Context: an optimization exercise on an open-source flow, tuned for small area and a short achievable clock period. The choices shown serve that exercise and are no tape-out recipe. Where RTL was checked, it was by simulation tests only, not by an equivalence proof against the original. Power and IR drop assume default switching activity.

v12:
==> flow/design.v (excerpt) <==
module mem_responder #(
  parameter int WORD_SIZE = 16,
  parameter int ADDR_BITS = 8,
  parameter int LATENCY   = 2
) (
  input  logic                 clk,
  input  logic                 reset_n,
  input  logic                 readM,
  input  logic                 writeM,
  input  logic [WORD_SIZE-1:0] address,
  input  logic [WORD_SIZE-1:0] data_in,
  output logic [WORD_SIZE-1:0] data_out,
  output logic                 ready,
  output logic                 error
);
Size in the first run: about 54 I/O pins, about 0.11 mm2 of cells after synthesis.
clock: 5.0 ns
lec_check: 0
cap_margin: 20
core_margin: 2
core_utilization: 65
cts_buf_list: sky130_fd_sc_hd__clkbuf_16
cts_cluster_diameter: 60
cts_cluster_size: 25
place_density: 0.75
setup_slack_margin: 2.6
slew_margin: 20
synth_hierarchical: 1
synth_minimum_keep_size: 0
run.sh (not shown) runs the stock make flow with config.mk's settings and CLKGATE_MAP_FILE= SYNTH_SCRIPT=/design/flow/synth_recipe.tcl, a recipe that flattens the netlist after the stock synthesis.
Input changes introduced in v22 (baseline for comparison: v12):
--- a/flow/design.v
+++ b/flow/design.v
@@ -128,19 +128,16 @@
     end
   end
   for (genvar b = 0; b < WORD_SIZE; b++) begin : g_t6
     mem_responder_nand2 u_g (.a(t5[0][b]), .b(t5[1][b]), .y(tap_q[b]));
   end
   assign tap_d = tap_q ^ {WORD_SIZE{lat_pol}};
-  logic fwd, fwd_h;
-  logic [WORD_SIZE-1:0] hold_val;
-  assign fwd      = pend_valid && (pend_addr == lat_addr);
-  assign hold_val = fwd_h ? pend_data : (tap_hold ^ {WORD_SIZE{lat_pol}});
+  logic fwd;
+  assign fwd = pend_valid && (pend_addr == lat_addr);
   always_ff @(posedge clk) begin
-    tap_hold <= tap_q;
-    fwd_h    <= fwd;
+    tap_hold <= fwd ? pend_data : tap_d;
   end
   logic [6:0] tap_idx, tap_next;
   assign tap_idx  = {address[7:2], tap_h_v[address[1:0]]};
   assign tap_next = idle_q ? tap_idx : lat_tap;
   always_ff @(posedge clk) begin
     if (idle_q) begin
@@ -164,13 +161,13 @@
       ready    <= 1'b0;
       error    <= 1'b0;
     end else begin
       ready <= (state == S_B2);
       error <= conflict;
       if (ld_tap) data_out <= tap_d;
-      else if (ld_hold) data_out <= hold_val;
+      else if (ld_hold) data_out <= tap_hold;
       case (state)
         S_IDLE: if (accept) state <= S_B1;
                 else if (conflict) state <= S_DONE;
         S_B1:   state <= S_B2;
         S_B2:   state <= S_DONE;
         default: if (!readM && !writeM) state <= S_IDLE;
Results
Compared with v12, v22 shows worst endpoint required time higher by 80 ps.
From v12 to v22 the numbers moved as follows: portion of the layout cell area used by clock cells comparable; sequential-to-total area share from yosys stat now sits higher.
The count of buffer and inverter cells on the critical path in v22 was higher than what v12 gave.
Compared with v12, v22 is the more power-hungry design.
Highest achievable clock rate in v22 is about 5.3% below v12.
Area of all placed cells without fillers (higher): v12
On count of routing violations after the opening detailed-route iteration: v22 sits below v12.
Number of inverters outside the clock class in the layout (higher): v22
Number of standard cells after synthesis in v22 is 80 lower than in v12
The RTL of v22 was laid out without a check of its function.

========
## before
The RTL this note starts from:
==> flow/design.v <==
module mem_responder #(
  parameter int WORD_SIZE = 16,
  parameter int ADDR_BITS = 8,
  parameter int LATENCY   = 2
) (
  input  logic                 clk,
  input  logic                 reset_n,
  input  logic                 readM,
  input  logic                 writeM,
  input  logic [WORD_SIZE-1:0] address,
  input  logic [WORD_SIZE-1:0] data_in,
  output logic [WORD_SIZE-1:0] data_out,
  output logic                 ready,
  output logic                 error
);
  localparam int RING  = 4;
  localparam int NRING = (1 << ADDR_BITS) / RING;    
  localparam int NTAP  = 2 * NRING;                  
  typedef enum logic [1:0] {
    S_IDLE = 2'd0,
    S_B1   = 2'd1,
    S_B2   = 2'd2,
    S_DONE = 2'd3
  } state_t;
  state_t               state;
  logic                 op_write;
  logic [7:0]           lat_addr;
  logic [WORD_SIZE-1:0] lat_data;
  logic                 lat_pol;      
  logic [6:0]           lat_tap;      
  logic                 rd_late;      
  logic [NTAP-1:0]      tap_sel;      
  logic                 ld_tap, ld_hold;
  logic                 pend_valid;
  logic [7:0]           pend_addr;
  logic [WORD_SIZE-1:0] pend_data;
  logic [7:0]           pw_hi, pw_hi_n;    
  logic [7:0]           pw_lo, pw_lo_n;    
  logic                 ins, ins_n;        
  logic [2:0]           phase;
  logic [2:0]           phase_p1;          
  logic [3:0]           rd_late_v, tap_h_v, pol_v;
  logic [WORD_SIZE-1:0] ring [NRING][RING];
  logic [WORD_SIZE-1:0] tap_q, tap_d, tap_hold;
  logic unused_addr_hi;
  assign unused_addr_hi = ^address[WORD_SIZE-1:ADDR_BITS];
  logic st_idle, accept, conflict, wr_done;
  assign st_idle  = (state == S_IDLE);
  assign accept   = st_idle && (readM ^ writeM);
  assign conflict = st_idle && readM && writeM;
  assign wr_done  = (state == S_B2) && op_write && reset_n;
  always_ff @(posedge clk) begin
    phase    <= phase + 3'd1;
    phase_p1 <= phase + 3'd2;
    for (int a = 0; a < 4; a++) begin
      logic [2:0] p1;
      p1 = 3'(a) + phase + 3'd2;
      rd_late_v[a] <= p1[0];
      tap_h_v[a]   <= p1[1] ^ p1[0];
      pol_v[a]     <= p1[2] ^ (p1[1] & p1[0]);
    end
  end
  logic [WORD_SIZE-1:0] wbus;
  assign wbus = pend_data ^ {WORD_SIZE{phase[2]}};
  for (genvar k = 0; k < NRING; k++) begin : g_ring
    logic en, en_n;
    assign en   = ins && pw_hi[k / 8] && pw_lo[k % 8];
    assign en_n = ins_n || pw_hi_n[k / 8] || pw_lo_n[k % 8];
    always_ff @(posedge clk) begin
      ring[k][0] <= ~((ring[k][RING-1] | {WORD_SIZE{en}}) & (wbus | {WORD_SIZE{en_n}}));
      for (int j = 1; j < RING; j++) ring[k][j] <= ring[k][j-1];
    end
  end
  logic       pv_next, ins_next;
  logic [1:0] sn_next;
  assign pv_next  = wr_done || (pend_valid && !ins);
  assign sn_next  = wr_done ? ~lat_addr[1:0] : ~pend_addr[1:0];
  assign ins_next = pv_next && (phase_p1[1:0] == sn_next);
  logic [7:0] pa_next;
  assign pa_next = wr_done ? lat_addr : pend_addr;
  always_ff @(posedge clk) begin
    if (wr_done) begin
      pend_addr <= lat_addr;
      pend_data <= lat_data;
    end
    for (int i = 0; i < 8; i++) begin
      pw_hi[i]   <= (pa_next[7:5] == 3'(i));
      pw_lo[i]   <= (pa_next[4:2] == 3'(i));
      pw_hi_n[i] <= (pa_next[7:5] != 3'(i));
      pw_lo_n[i] <= (pa_next[4:2] != 3'(i));
    end
    pend_valid <= pv_next;
    ins        <= ins_next;
    ins_n      <= !ins_next;
  end
  logic [WORD_SIZE-1:0] t1 [NRING];         
  logic [WORD_SIZE-1:0] t2 [NRING / 4];     
  logic [WORD_SIZE-1:0] t3 [NRING / 8];     
  logic [WORD_SIZE-1:0] t4 [NRING / 16];    
  logic [WORD_SIZE-1:0] t5 [NRING / 32];    
  for (genvar k = 0; k < NRING; k++) begin : g_t1
    assign t1[k] = ~((ring[k][0] & {WORD_SIZE{tap_sel[2 * k]}}) |
                     (ring[k][2] & {WORD_SIZE{tap_sel[2 * k + 1]}}));
  end
  for (genvar g = 0; g < NRING / 4; g++) begin : g_t2
    for (genvar b = 0; b < WORD_SIZE; b++) begin : g_b
      mem_responder_nand4 u_g (.a(t1[4*g][b]), .b(t1[4*g+1][b]), .c(t1[4*g+2][b]),
                               .d(t1[4*g+3][b]), .y(t2[g][b]));
    end
  end
  for (genvar g = 0; g < NRING / 8; g++) begin : g_t3
    for (genvar b = 0; b < WORD_SIZE; b++) begin : g_b
      mem_responder_nor2 u_g (.a(t2[2*g][b]), .b(t2[2*g+1][b]), .y(t3[g][b]));
    end
  end
  for (genvar g = 0; g < NRING / 16; g++) begin : g_t4
    for (genvar b = 0; b < WORD_SIZE; b++) begin : g_b
      mem_responder_nand2 u_g (.a(t3[2*g][b]), .b(t3[2*g+1][b]), .y(t4[g][b]));
    end
  end
  for (genvar g = 0; g < NRING / 32; g++) begin : g_t5
    for (genvar b = 0; b < WORD_SIZE; b++) begin : g_b
      mem_responder_nor2 u_g (.a(t4[2*g][b]), .b(t4[2*g+1][b]), .y(t5[g][b]));
    end
  end
  for (genvar b = 0; b < WORD_SIZE; b++) begin : g_t6
    mem_responder_nand2 u_g (.a(t5[0][b]), .b(t5[1][b]), .y(tap_q[b]));
  end
  assign tap_d = tap_q ^ {WORD_SIZE{lat_pol}};
  logic fwd;
  assign fwd = pend_valid && (pend_addr == lat_addr);
  always_ff @(posedge clk) begin
    tap_hold <= fwd ? pend_data : tap_d;
  end
  logic [6:0] tap_idx, tap_next;
  assign tap_idx  = {address[7:2], tap_h_v[address[1:0]]};
  assign tap_next = st_idle ? tap_idx : lat_tap;
  always_ff @(posedge clk) begin
    if (st_idle) begin
      op_write <= writeM;
      lat_addr <= address[7:0];
      lat_data <= data_in;
      rd_late  <= rd_late_v[address[1:0]];
      lat_pol  <= pol_v[address[1:0]];
      lat_tap  <= tap_idx;
    end
    for (int i = 0; i < NTAP; i++) tap_sel[i] <= (tap_next == 7'(i));
  end
  always_ff @(posedge clk) begin
    ld_tap  <= reset_n && (state == S_B1) && !op_write && rd_late;
    ld_hold <= reset_n && (state == S_B1) && !op_write && !rd_late;
  end
  always_ff @(posedge clk) begin
    if (!reset_n) begin
      state    <= S_IDLE;
      data_out <= '0;
      ready    <= 1'b0;
      error    <= 1'b0;
    end else begin
      ready <= (state == S_B2);
      error <= conflict;
      if (ld_tap) data_out <= tap_d;
      else if (ld_hold) data_out <= tap_hold;
      case (state)
        S_IDLE: if (accept) state <= S_B1;
                else if (conflict) state <= S_DONE;
        S_B1:   state <= S_B2;
        S_B2:   state <= S_DONE;
        default: if (!readM && !writeM) state <= S_IDLE;
      endcase
    end
  end
endmodule
module mem_responder_nand4 (
  input  logic a, b, c, d,
  output logic y
);
  assign y = ~(a & b & c & d);
endmodule
module mem_responder_nand2 (
  input  logic a, b,
  output logic y
);
  assign y = ~(a & b);
endmodule
module mem_responder_nor2 (
  input  logic a, b,
  output logic y
);
  assign y = ~(a | b);
endmodule
clock: 5.0 ns
lec_check: 0
cap_margin: 20
core_margin: 2
core_utilization: 65
cts_buf_list: sky130_fd_sc_hd__clkbuf_16
cts_cluster_diameter: 60
cts_cluster_size: 25
place_density: 0.75
setup_slack_margin: 2.6
slew_margin: 20
synth_hierarchical: 1
synth_minimum_keep_size: 0
Input-level comparison between after and before:
diff --git a/flow/design.v b/flow/design.v
--- a/flow/design.v
+++ b/flow/design.v
@@ -46,12 +46,17 @@
   assign unused_addr_hi = ^address[WORD_SIZE-1:ADDR_BITS];
   logic st_idle, accept, conflict, wr_done;
   assign st_idle  = (state == S_IDLE);
   assign accept   = st_idle && (readM ^ writeM);
   assign conflict = st_idle && readM && writeM;
   assign wr_done  = (state == S_B2) && op_write && reset_n;
+  logic idle_q, busy_t;
+  always_ff @(posedge clk) begin
+    idle_q <= !reset_n || ((st_idle || state == S_DONE) && !readM && !writeM);
+    busy_t <= reset_n && !((st_idle || state == S_DONE) && !readM && !writeM);
+  end
   always_ff @(posedge clk) begin
     phase    <= phase + 3'd1;
     phase_p1 <= phase + 3'd2;
     for (int a = 0; a < 4; a++) begin
       logic [2:0] p1;
       p1 = 3'(a) + phase + 3'd2;
@@ -124,30 +129,39 @@
     end
   end
   for (genvar b = 0; b < WORD_SIZE; b++) begin : g_t6
     mem_responder_nand2 u_g (.a(t5[0][b]), .b(t5[1][b]), .y(tap_q[b]));
   end
   assign tap_d = tap_q ^ {WORD_SIZE{lat_pol}};
-  logic fwd;
-  assign fwd = pend_valid && (pend_addr == lat_addr);
-  always_ff @(posedge clk) begin
-    tap_hold <= fwd ? pend_data : tap_d;
+  logic fwd, fwd_h;
+  logic [WORD_SIZE-1:0] hold_val;
+  assign fwd      = pend_valid && (pend_addr == lat_addr);
+  assign hold_val = fwd_h ? pend_data : (tap_hold ^ {WORD_SIZE{lat_pol}});
+  always_ff @(posedge clk) begin
+    tap_hold <= tap_q;
+    fwd_h    <= fwd;
   end
   logic [6:0] tap_idx, tap_next;
   assign tap_idx  = {address[7:2], tap_h_v[address[1:0]]};
-  assign tap_next = st_idle ? tap_idx : lat_tap;
-  always_ff @(posedge clk) begin
-    if (st_idle) begin
+  assign tap_next = busy_t ? lat_tap : tap_idx;
+  logic [7:0]  sel_hi;
+  logic [15:0] sel_lo;
+  always_comb begin
+    for (int i = 0; i < 8; i++)  sel_hi[i] = (tap_next[6:4] == 3'(i));
+    for (int i = 0; i < 16; i++) sel_lo[i] = (tap_next[3:0] == 4'(i));
+  end
+  always_ff @(posedge clk) begin
+    if (idle_q) begin
       op_write <= writeM;
       lat_addr <= address[7:0];
       lat_data <= data_in;
       rd_late  <= rd_late_v[address[1:0]];
       lat_pol  <= pol_v[address[1:0]];
       lat_tap  <= tap_idx;
     end
-    for (int i = 0; i < NTAP; i++) tap_sel[i] <= (tap_next == 7'(i));
+    for (int i = 0; i < NTAP; i++) tap_sel[i] <= sel_hi[i / 16] && sel_lo[i % 16];
   end
   always_ff @(posedge clk) begin
     ld_tap  <= reset_n && (state == S_B1) && !op_write && rd_late;
     ld_hold <= reset_n && (state == S_B1) && !op_write && !rd_late;
   end
   always_ff @(posedge clk) begin
@@ -157,13 +171,13 @@
       ready    <= 1'b0;
       error    <= 1'b0;
     end else begin
       ready <= (state == S_B2);
       error <= conflict;
       if (ld_tap) data_out <= tap_d;
-      else if (ld_hold) data_out <= tap_hold;
+      else if (ld_hold) data_out <= hold_val;
       case (state)
         S_IDLE: if (accept) state <= S_B1;
                 else if (conflict) state <= S_DONE;
         S_B1:   state <= S_B2;
         S_B2:   state <= S_DONE;
         default: if (!readM && !writeM) state <= S_IDLE;
## What came out
The area share of xor/xnor cells in the synthesized design was comparable across after and before.
The sequential share of layout area on before is in line with that on after.
Against before, after reports a fraction of met1 tracks used by global routing that is higher.
after -> before: final standard cell utilization of the core flat
Comparing after and before, the higher synthesized area divided by synthesized cell count is on before.
Going from before to after, the number of inserted filler cells in the final layout was found to have gone up by 112.
Cmp after and before / first-pass iteration count of the detailed router / higher: before
Worst endpoint required time | after below before
For total detailed-routing wirelength, before and after come out practically identical.
No run of this note included a check of the RTL's function; only the layout flow was run.

[afterwards: timing with drivers on the ports]
In the flow no input, the clock included, has a driving cell. The finished layouts below were timed again as built, in two steps. Step 1 assumes that a clkbuf_16 drives the clock port and a buf_2 every other input. Step 2 times the ports against the registers' clock, not the clock port: input delays grow and output delays shrink by t, the midpoint of the rising clock arrivals with the driver on. Three values: ideal, step 1, step 2; two values: the first two.
run	shift t [ns]	setup slack, ns	clock arrival spread, ns	worst slew at a driven data input, ns	pins driven straight from the clock port
v12	0.946	2.530 / 2.428 / 1.483	0.054 / 0.055	0.24	1
v22	0.953	2.391 / 2.391 / 1.527	0.036 / 0.036	0.21	1
before	0.944	2.292 / 2.292 / 1.547	0.062 / 0.061	0.19	1
after	0.946	2.495 / 2.454 / 1.566	0.055 / 0.055	0.18	1
After both steps every run listed still meets setup and hold. For v12, which loses most, drivers alone change the setup slack by -0.102 ns; drivers and shift together by -1.047 ns.
